Background: an optimization exercise with open tools, aiming at small area, a short achievable clock period and few clock cycles per item. Do not read the settings as production practice.
In this exercise RTL edits were held to simulation tests only and were not proved equivalent to the original.
No activity file was given, so power comes from the tool's default toggle rates.

PW:
==> flow/design.v <==
package wmms_pkg;
  localparam int SAMPLE_BITS = 12;
  localparam int NUM_CH      = 5;
  localparam int CH_W        = 3;
  localparam int SUM_W       = 28;
  localparam int CNT_W       = 16;
  localparam int CFG_IDX_W   = 2;
  localparam int CFG_DATA_W  = 16;
endpackage
module multichannel_window_min_max_sum (
  input  logic                                  clk,
  input  logic                                  rst,
  input  logic                                  in_valid,
  output logic                                  in_stall,
  input  logic [wmms_pkg::SAMPLE_BITS-1:0]      current_sample,
  input  logic [wmms_pkg::SAMPLE_BITS-1:0]      voltage_sample,
  input  logic [wmms_pkg::SAMPLE_BITS-1:0]      reference_sample,
  input  logic [wmms_pkg::SAMPLE_BITS-1:0]      temperature_sample,
  output logic                                  out_valid,
  input  logic                                  out_stall,
  output logic [wmms_pkg::CH_W-1:0]             channel,
  output logic [wmms_pkg::SUM_W-1:0]            window_sum,
  output logic [wmms_pkg::SAMPLE_BITS-1:0]      window_max,
  output logic [wmms_pkg::SAMPLE_BITS-1:0]      window_min,
  output logic [wmms_pkg::CNT_W-1:0]            scan_total,
  output logic                                  last,
  input  logic                                  cfg_valid,
  output logic                                  cfg_ready,
  input  logic [wmms_pkg::CFG_IDX_W-1:0]        cfg_index,
  input  logic [wmms_pkg::CFG_DATA_W-1:0]       cfg_data
);
  logic [15:0] win_len;
  logic [11:0] offset;
  logic [11:0] neg_off;       
  logic        off_zero;
  assign cfg_ready  = 1'b1;
  assign scan_total = win_len;
  always_ff @(posedge clk) begin
    if (rst) begin
      win_len <= 16'd1008;
      offset  <= 12'd0;
      neg_off  <= 12'd0;
      off_zero <= 1'b1;
    end else if (cfg_valid) begin
      if (cfg_index == 2'd0) win_len <= (cfg_data == 16'd0) ? 16'd1 : cfg_data;
      if (cfg_index == 2'd1) begin
        offset   <= cfg_data[11:0];
        neg_off  <= 12'd0 - cfg_data[11:0];
        off_zero <= (cfg_data[11:0] == 12'd0);
      end
    end
  end
  logic        adv;
  logic [11:0] in_corr [4];    
  logic [3:0]  in_ok;           
  logic [11:0] raw     [4];
  logic [15:0] rem;           
  logic        in_first;      
  logic        in_close;
  logic        accept;
  logic        sk_v, sk_close, sk_first;
  logic [11:0] sk_d [4];
  logic [3:0]  sk_ok;
  logic        src_v, src_close, src_first, enter;
  logic [11:0] src_d [4];
  logic [3:0]  src_ok;
  logic [2:0]  gap;           
  logic        gap_ok;
  assign adv = !(out_valid && out_stall);
  assign raw[0] = current_sample;
  assign raw[1] = voltage_sample;
  assign raw[2] = reference_sample;
  assign raw[3] = temperature_sample;
  always_comb begin
    for (int k = 0; k < 4; k++) begin
      logic [12:0] d;
      d = {1'b0, raw[k]} + {1'b0, neg_off};
      in_corr[k] = d[11:0];
      in_ok[k]   = d[12] || off_zero;
    end
  end
  assign in_stall = sk_v;
  assign accept   = in_valid && !sk_v;
  assign in_close = (rem == 16'd1);
  assign src_v     = sk_v || accept;
  assign src_close = sk_v ? sk_close : in_close;
  assign src_first = sk_v ? sk_first : in_first;
  always_comb begin
    for (int k = 0; k < 4; k++) src_d[k] = sk_v ? sk_d[k] : in_corr[k];
    src_ok = sk_v ? sk_ok : in_ok;
  end
  assign gap_ok = gap[2];
  assign enter = adv && src_v && (!src_close || gap_ok);
  always_ff @(posedge clk) begin
    if (rst) begin
      rem      <= 16'd1008;
      in_first <= 1'b1;
      sk_v     <= 1'b0;
      gap      <= 3'd4;
    end else begin
      if (cfg_valid && cfg_index == 2'd0) begin
        rem <= (cfg_data == 16'd0) ? 16'd1 : cfg_data;
      end else if (accept) begin
        rem <= in_close ? win_len : rem - 16'd1;
      end
      if (accept) in_first <= in_close;
      if (sk_v) begin
        if (enter) sk_v <= 1'b0;
      end else if (accept && !enter) begin
        sk_v <= 1'b1;
      end
      if (adv) begin
        if (enter && src_close) gap <= 3'd0;
        else if (!gap_ok)       gap <= gap + 3'd1;
      end
    end
  end
  always_ff @(posedge clk) begin
    if (!sk_v) begin
      sk_close <= in_close;
      sk_first <= in_first;
      sk_ok    <= in_ok;
      for (int k = 0; k < 4; k++) sk_d[k] <= in_corr[k];
    end
  end
  logic [5:0]  p_v;
  logic [5:0]  p_cl;
  logic [4:0]  p_fi;
  logic [11:0] p0_r [4];      
  logic [3:0]  p0_ok;
  logic [11:0] p0_d [4];      
  logic [11:0] p1_d [3];      
  logic [11:0] p2_d [2];      
  logic [11:0] p3_d;          
  logic [11:0] p1_ms, p1_mc;
  logic        p1_mk, p1_s, p2_s;
  logic [17:0] p2_ms, p2_mc;
  logic [11:0] p1_c0;
  logic [11:0] p3_pw, p4_pw;
  function automatic logic [35:0] csa(logic [17:0] a, logic [17:0] b, logic [17:0] c);
    csa = {a ^ b ^ c, ((a & b) | (a & c) | (b & c)) << 1};
  endfunction
  function automatic logic [107:0] pprows(logic [11:0] x, logic [5:0] g);
    for (int i = 0; i < 6; i++) pprows[18*i +: 18] = {6'd0, x & {12{g[i]}}} << i;
  endfunction
  function automatic logic [25:0] mstep1(logic [11:0] x, logic [5:0] g);
    logic [107:0] r;
    logic [35:0]  ta, tb, tc, td;
    logic [5:0]   gl, pl;
    logic         k, zero;
    logic [6:0]   tx, tg;
    r  = pprows(x, g);
    ta = csa(r[17:0], r[35:18], r[53:36]);
    tb = csa(r[71:54], r[89:72], r[107:90]);
    tc = csa(ta[35:18], ta[17:0], tb[35:18]);
    td = csa(tc[35:18], tc[17:0], tb[17:0]);
    gl = td[23:18] & td[5:0];
    pl = td[23:18] | td[5:0];
    k  = gl[5] | (pl[5] & gl[4]) | (&pl[5:4] & gl[3]) | (&pl[5:3] & gl[2])
       | (&pl[5:2] & gl[1]);
    tx[0] = 1'b1;
    tg[0] = 1'b1;
    for (int i = 1; i <= 6; i++) begin
      tx[i] = tx[i-1] & !x[i-1];
      tg[i] = tg[i-1] & !g[i-1];
    end
    zero = 1'b0;
    for (int i = 0; i <= 6; i++) zero = zero | (tx[i] & tg[6-i]);
    mstep1 = {td[35:24], td[17:6], k, !zero};
  endfunction
  function automatic logic [35:0] mstep2(logic [11:0] ms, logic [11:0] mc, logic mk,
                                         logic [11:0] x, logic [5:0] g);
    logic [107:0] r;
    logic [35:0]  ta, tb, tc, td, te, tf;
    r  = pprows(x, g);
    ta = csa({6'd0, ms}, {6'd0, mc}, r[17:0]);
    tb = csa(r[35:18], r[53:36], r[71:54]);
    ta[0] = mk;               
    tc = csa(ta[35:18], ta[17:0], tb[35:18]);
    td = csa(tb[17:0], r[89:72], r[107:90]);
    te = csa(tc[35:18], tc[17:0], td[35:18]);
    tf = csa(te[35:18], te[17:0], td[17:0]);
    mstep2 = tf;
  endfunction
  always_comb begin
    for (int k = 0; k < 4; k++) p0_d[k] = p0_r[k] & {12{p0_ok[k]}};
  end
  logic [25:0] ma;
  logic [35:0] mb;
  logic [17:0] mr;
  assign ma = mstep1(p0_d[0], p0_d[1][5:0]);
  assign mb = mstep2(p1_ms, p1_mc, p1_mk, p1_c0, p1_d[0][11:6]);
  assign mr = p2_ms + p2_mc + {14'd0, p2_s, !p2_s, !p2_s, !p2_s};
  always_ff @(posedge clk) begin
    if (rst) begin
      p_v <= '0;
    end else if (adv) begin
      p_v <= {p_v[4:0], enter};
    end
  end
  always_ff @(posedge clk) begin
    if (adv) begin
      p_cl  <= {p_cl[4:0], src_close};
      p_fi  <= {p_fi[3:0], src_first};
      for (int k = 0; k < 4; k++) p0_r[k] <= src_d[k];
      p0_ok <= src_ok;
      for (int k = 0; k < 3; k++) p1_d[k] <= p0_d[k+1];
      for (int k = 0; k < 2; k++) p2_d[k] <= p1_d[k+1];
      p3_d  <= p2_d[1];
      {p1_ms, p1_mc, p1_mk, p1_s} <= ma;
      p1_c0 <= p0_d[0];
      {p2_ms, p2_mc} <= mb;
      p2_s  <= p1_s;
      p3_pw <= mr[17:6];
      p4_pw <= p3_pw;
    end
  end
  logic [11:0] acc_in [5];
  logic [11:0] a_lo [5];
  logic        a_cy [5];
  logic [15:0] a_hi [5];
  logic [11:0] a_max [5];
  logic [11:0] a_min [5];
  assign acc_in[0] = p0_d[0];
  assign acc_in[1] = p1_d[0];
  assign acc_in[2] = p2_d[0];
  assign acc_in[3] = p3_d;
  assign acc_in[4] = p4_pw;
  always_ff @(posedge clk) begin
    for (int c = 0; c < 5; c++) begin
      if (adv && p_v[c]) begin
        if (p_fi[c]) begin
          a_lo[c]  <= acc_in[c];
          a_cy[c]  <= 1'b0;
          a_hi[c]  <= 16'd0;
          a_max[c] <= acc_in[c];
          a_min[c] <= acc_in[c];
        end else begin
          {a_cy[c], a_lo[c]} <= {1'b0, a_lo[c]} + {1'b0, acc_in[c]};
          a_hi[c]  <= a_hi[c] + {15'd0, a_cy[c]};
          if (acc_in[c] > a_max[c]) a_max[c] <= acc_in[c];
          if (acc_in[c] < a_min[c]) a_min[c] <= acc_in[c];
        end
      end
    end
  end
  logic [4:0] sel;
  always_comb begin
    for (int c = 0; c < 5; c++) sel[c] = p_v[c+1] && p_cl[c+1];
  end
  logic [11:0] o_lo, o_max, o_min;
  logic [15:0] o_hi;
  logic        o_cy;
  always_comb begin
    o_lo  = '0;
    o_cy  = 1'b0;
    o_hi  = '0;
    o_max = '0;
    o_min = '0;
    for (int c = 0; c < 5; c++) begin
      if (sel[c]) begin
        o_lo  = a_lo[c];
        o_cy  = a_cy[c];
        o_hi  = a_hi[c];
        o_max = a_max[c];
        o_min = a_min[c];
      end
    end
  end
  always_ff @(posedge clk) begin
    if (rst) begin
      out_valid <= 1'b0;
    end else if (adv) begin
      out_valid <= |sel;
    end
  end
  always_ff @(posedge clk) begin
    if (adv) begin
      channel    <= {sel[4], sel[2] | sel[3], sel[1] | sel[3]};
      last       <= sel[4];
      window_sum <= {o_hi + {15'd0, o_cy}, o_lo};
      window_max <= o_max;
      window_min <= o_min;
    end
  end
endmodule
export LEC_CHECK = 0
export CAP_MARGIN = 20
export CORE_MARGIN = 2
export CORE_UTILIZATION = 40
export CTS_BUF_LIST = sky130_fd_sc_hd__clkbuf_8
export SETUP_SLACK_MARGIN = 5.0
export SLEW_MARGIN = 20
create_clock -name core_clock -period 8.0 [get_ports {clk}]
run.sh (not shown) runs the stock make flow with config.mk's settings and CLKGATE_MAP_FILE= SYNTH_SCRIPT=/design/flow/synth_recipe.tcl, a recipe that flattens the netlist after the stock synthesis.
Testbench counts of PW, summed over its fixed seeds: cycles 49,965, scans 49,741.
Input-level comparison between TR and PW:
diff --git a/flow/design.v b/flow/design.v
--- a/flow/design.v
+++ b/flow/design.v
@@ -30,18 +30,23 @@
   input  logic [wmms_pkg::CFG_DATA_W-1:0]       cfg_data
 );
-  logic [15:0] win_len;
+  logic [15:0] win_len;       
+  logic        win_zero;      
   logic [11:0] offset;
   logic [11:0] neg_off;       
   logic        off_zero;
   assign cfg_ready  = 1'b1;
-  assign scan_total = win_len;
-  always_ff @(posedge clk) begin
-    if (rst) begin
-      win_len <= 16'd1008;
+  assign scan_total = {win_len[15:1], win_len[0] | win_zero};
+  always_ff @(posedge clk) begin
+    if (rst) begin
+      win_len  <= 16'd1008;
+      win_zero <= 1'b0;
       offset  <= 12'd0;
       neg_off  <= 12'd0;
       off_zero <= 1'b1;
     end else if (cfg_valid) begin
-      if (cfg_index == 2'd0) win_len <= (cfg_data == 16'd0) ? 16'd1 : cfg_data;
+      if (cfg_index == 2'd0) begin
+        win_len  <= cfg_data;
+        win_zero <= (cfg_data == 16'd0);
+      end
       if (cfg_index == 2'd1) begin
         offset   <= cfg_data[11:0];
@@ -82,5 +87,5 @@
   assign in_stall = sk_v;
   assign accept   = in_valid && !sk_v;
-  assign in_close = (rem == 16'd1);
+  assign in_close = (rem[15:1] == 15'd0);
   assign src_v     = sk_v || accept;
   assign src_close = sk_v ? sk_close : in_close;
@@ -100,5 +105,5 @@
     end else begin
       if (cfg_valid && cfg_index == 2'd0) begin
-        rem <= (cfg_data == 16'd0) ? 16'd1 : cfg_data;
+        rem <= cfg_data;
       end else if (accept) begin
         rem <= in_close ? win_len : rem - 16'd1;
--- outcome ---
Growth of design area from synthesis to finish ends up lower on TR.
Of TR and PW, the run reporting the lower global routing usage summed across all routing layers was TR.
TR improves on PW in post-route clock skew.
TR ended up with reg -> out as its kind of critical path; PW ended up with reg -> reg.
Taking PW as the reference, in TR count of max-cap constraint violations comparable; x dimension of the die now sits at about the same level; sequential cell count of the final layout neither gained nor lost much; data required time of the worst path saw a decrease; share of synthesized cell area in full adder, half adder and majority cells shows no meaningful change.
The run showing the greater final-layout clock buffer total is PW.
Comparing TR and PW, the higher total of fill cells in the finished design is on PW.
As far as combinational fraction of design power is concerned, TR and PW perform about the same.
Between PW and TR, final estimated routing congestion in global placement decreased.
Testbench counts of TR, summed over its fixed seeds: cycles 49,965, scans 49,741.

static timing again, ports no longer ideal:
The flow's constraints put no driver on any port. The routed layouts listed below were extracted and timed again, unchanged, in two steps.
Step 1 (the two cells are an assumption about what drives the block):
set clk [get_ports {clk}]
set_driving_cell -lib_cell sky130_fd_sc_hd__clkbuf_16 $clk
set_driving_cell -lib_cell sky130_fd_sc_hd__buf_2 [delete_from_list [all_inputs] $clk]
Step 2 moves the port delays by t, midway between the first and last clock arrival at a register: inputs arrive t later, outputs are due t later. That takes back most of the time a late clock gives input paths.
Slacks: no drivers / after step 1 / after step 2; pairs: no drivers / after step 1.
run	shift t [ns]	setup WS [ns]	hold slack, ns	worst slew at a driven data input, ns	cell pins on the clock port's net
PW	0.796	4.967 / 4.967 / 4.243	0.413 / 0.413 / 0.413	0.07	1
TR	0.809	4.968 / 4.907 / 4.272	0.409 / 0.409 / 0.409	0.06	1
After both steps setup and hold are still met in every run listed. For PW, which loses most, drivers alone change the setup slack by 0.000 ns; drivers and shift together by -0.724 ns.
